From an optimization exercise on the open Yosys and OpenROAD flow, aimed at small area; shortcuts taken in it are not production practice. Only simulation tests tie the RTL to the original design; equivalence was not proved. No activity file was given, so power comes from the tool's default toggle rates.

// eegFirFilter
module eegFirFilter (
    input logic clk,
    input logic reset,
    input logic [12:0] sampleIn,
    output logic [30:0] filterOut
);
    logic v1, v2, v3, v4;
    logic [4:0] outCount;
    logic [11:0] d1, d2;
    logic [11:0] winIn;
    logic [11:0] w0;
    logic [11:0] w1;
    logic [11:0] w2;
    logic [11:0] w3;
    logic [11:0] w4;
    logic [11:0] w5;
    logic [11:0] w6;
    logic [11:0] w7;
    logic [11:0] w8;
    logic [11:0] w9;
    logic [11:0] w10;
    logic [11:0] w11;
    logic [11:0] w12;
    logic [11:0] w13;
    logic [11:0] w14;
    logic [11:0] w15;
    logic [11:0] w16;
    logic r2_0;
    logic r2_1;
    logic r2_2;
    logic r2_3;
    logic r2_4;
    logic r2_5;
    logic r2_6;
    logic r2_7;
    logic r2_8;
    logic r2_9;
    logic r2_10;
    logic r2_11;
    logic r2_12;
    logic r2_13;
    logic r2_14;
    logic r2_15;
    logic r2_16;
    logic r2_17;
    logic r2_18;
    logic r2_19;
    logic r2_20;
    logic r2_21;
    logic r3_22;
    logic r2_23;
    logic r3_24;
    logic r2_25;
    logic r3_26;
    logic r2_27;
    logic r3_28;
    logic r2_29;
    logic r3_30;
    logic r2_31;
    logic r3_32;
    logic r2_33;
    logic r2_34;
    logic r2_35;
    logic r3_36;
    logic r2_37;
    logic r2_38;
    logic r2_39;
    logic r2_40;
    logic r3_41;
    logic r2_42;
    logic r2_43;
    logic r2_44;
    logic r3_45;
    logic r2_46;
    logic r2_47;
    logic r2_48;
    logic r3_49;
    logic r2_50;
    logic r2_51;
    logic r3_52;
    logic r2_53;
    logic r2_54;
    logic r2_55;
    logic r2_56;
    logic r2_57;
    logic r3_58;
    logic r2_59;
    logic r2_60;
    logic r3_61;
    logic r2_62;
    logic r2_63;
    logic r2_64;
    logic r3_65;
    logic r3_66;
    logic r3_67;
    logic r3_68;
    logic r3_69;
    logic r3_70;
    logic r3_71;
    logic r3_72;
    logic r3_73;
    logic r3_74;
    logic r3_75;
    logic r3_76;
    logic r3_77;
    logic r3_78;
    logic r3_79;
    logic r3_80;
    logic r3_81;
    logic r3_82;
    logic r3_83;
    logic r3_84;
    logic r3_85;
    logic r3_86;
    always_ff @(posedge clk) begin
        v1 <= sampleIn[12] & ~reset;
        v2 <= v1 & ~reset;
        v3 <= v2 & ~reset;
        v4 <= v3 & ~reset;
    end
    always_ff @(posedge clk) begin
        d1[0] <= sampleIn[0];
        d1[1] <= sampleIn[1];
        d1[2] <= sampleIn[2];
  ...
Size: roughly 1100 cells after synthesis, ~320 flip-flops, roughly 46 I/O pins.
Settings: LEC_CHECK=0, ABC_AREA=0, CAP_MARGIN=20, CORE_MARGIN=2, CORE_UTILIZATION=85, CTS_BUF_LIST=sky130_fd_sc_hd__clkbuf_8, CTS_CLUSTER_DIAMETER=70, CTS_CLUSTER_SIZE=16, PLACE_DENSITY=0.92, SLEW_MARGIN=20, SYNTH_HIERARCHICAL=1, SYNTH_MINIMUM_KEEP_SIZE=0; clock period 6.0 ns.
standard.sh (not shown) runs the stock make flow with config.mk's settings and CLKGATE_MAP_FILE= SYNTH_SCRIPT=/design/flow/synth_recipe.tcl, a recipe that flattens the netlist after the stock synthesis.
==> flow/flow/run.sh <==
#!/bin/bash
# Layout flow: the standard ORFS flow, with the port buffers made from the
# smallest buffer cell (every input and output port still gets its own buffer).
set -euo pipefail
bash standard.sh "BUFFER_PORTS_ARGS=-buffer_cell sky130_fd_sc_hd__buf_1" finish > standard_flow.log 2>&1
==> next run, changes <==
Settings changed: CAP_MARGIN 20 to 10, CORE_UTILIZATION 85 to 75, PLACE_DENSITY 0.92 to 0.85, SLEW_MARGIN 20 to 10.
What happened: The changed run completed without violations; setup slack gains 0.10 ns; total power fell by 3.5%; die area rose by about 13%; sequential power stays flat; maximum frequency rose by about 1.8%; combinational power fell by about 8%; critical path depth rose by 1; final cell count rose by about 1%.
==> next run, changes <==
Settings changed: CAP_MARGIN 10 to 20, GPL_TIMING_DRIVEN from default to 0, SLEW_MARGIN 10 to 20.
After rerunning:
- cell count goes up by 1.8%
- maximum frequency goes down by about 0.7%
- clock-buffer cell count stays the same
- sequential cell count does not change
- first-iteration DRC count shrinks by 0.52%
- die area does not change
==> next run, changes <==
Settings changed: GPL_TIMING_DRIVEN 0 to default.
After rerunning: Clock skew rises by 0.013 ns. Via count falls by 2.2%. Power falls by 3.6%. Final cell count falls by 1.7%. Wire length falls by 4.3%. Design area falls by 2.3%.

========
eegFirFilter again, from the RTL that the note above started with.
// eegFirFilter
module eegFirFilter (
    input logic clk,
    input logic reset,
    input logic [12:0] sampleIn,
    output logic [30:0] filterOut
);
==> flow/config.mk <==
export PLATFORM = sky130hd
export DESIGN_NAME = eegFirFilter
export DESIGN_NICKNAME = eegFirFilter
export VERILOG_FILES = /design/flow/design.v
export SDC_FILE = /design/flow/constraint.sdc
export NUM_CORES = 4
export LEC_CHECK = 0
export ABC_AREA = 0
export CAP_MARGIN = 20
export CORE_MARGIN = 2
export CORE_UTILIZATION = 75
export CTS_BUF_LIST = sky130_fd_sc_hd__clkbuf_8
export CTS_CLUSTER_DIAMETER = 60
export CTS_CLUSTER_SIZE = 14
export PLACE_DENSITY = 0.85
export SETUP_SLACK_MARGIN = 0.15
export SLEW_MARGIN = 20
export SYNTH_HIERARCHICAL = 1
export SYNTH_MINIMUM_KEEP_SIZE = 0
==> flow/constraint.sdc <==
create_clock -name core_clock -period 6.0 [get_ports {clk}]
set_input_delay 1.2000 -clock core_clock [delete_from_list [all_inputs] [get_ports {clk}]]
set_output_delay 1.2000 -clock core_clock [all_outputs]
set_load 0.01 [all_outputs]
Scripts as last shown in full above: flow/flow/run.sh
The baseline completed without violations.
Change:
Settings changed: CTS_CLUSTER_DIAMETER 60 to 70, CTS_CLUSTER_SIZE 14 to 16, PLACE_DENSITY 0.85 to 0.75, SETUP_SLACK_MARGIN 0.15 to not set.
- clock skew drops by 0.012 ns
- total power barely changes
- die area stays the same
- via count went down by about 4%
- sequential power stays flat
- combinational power stays flat
- wire length fell by about 4.3%
- fmax shrinks by 1.4%
- core utilization went down by 0.58 points

[what the ideal ports hide]
The flow's constraints put no driver on any port. The routed layouts listed below were extracted and timed again, unchanged, in two steps.
Step 1: set_driving_cell puts a clkbuf_16 on clk and a buf_2 on each other input, an assumption about the parent block.
Step 2, shift: input delay + t, output delay - t, t = (earliest + latest rising clock arrival at the registers) / 2. This alone moves slack from input paths to output paths.
a / b / c = ideal ports / drivers / drivers and shift; a / b = the first two.
run	shift t [ns]	setup WS [ns]	clock arrival spread, ns	worst data-port slew with drivers (ns)	pins driven straight from the clock port
the first run of note 1	0.645	0.037 / 0.037 / 0.037	0.045 / 0.045	0.04	1
the second run of note 1	0.617	0.142 / 0.142 / 0.142	0.035 / 0.035	0.04	1
the third run of note 1	0.623	0.101 / 0.101 / 0.101	0.022 / 0.022	0.03	1
the fourth run of note 1	0.617	0.142 / 0.142 / 0.142	0.035 / 0.035	0.04	1
the first run of note 2	0.611	0.213 / 0.213 / 0.213	0.031 / 0.031	0.04	1
the second run of note 2	0.627	0.131 / 0.131 / 0.131	0.021 / 0.021	0.04	1
After both steps every run listed still meets setup and hold.
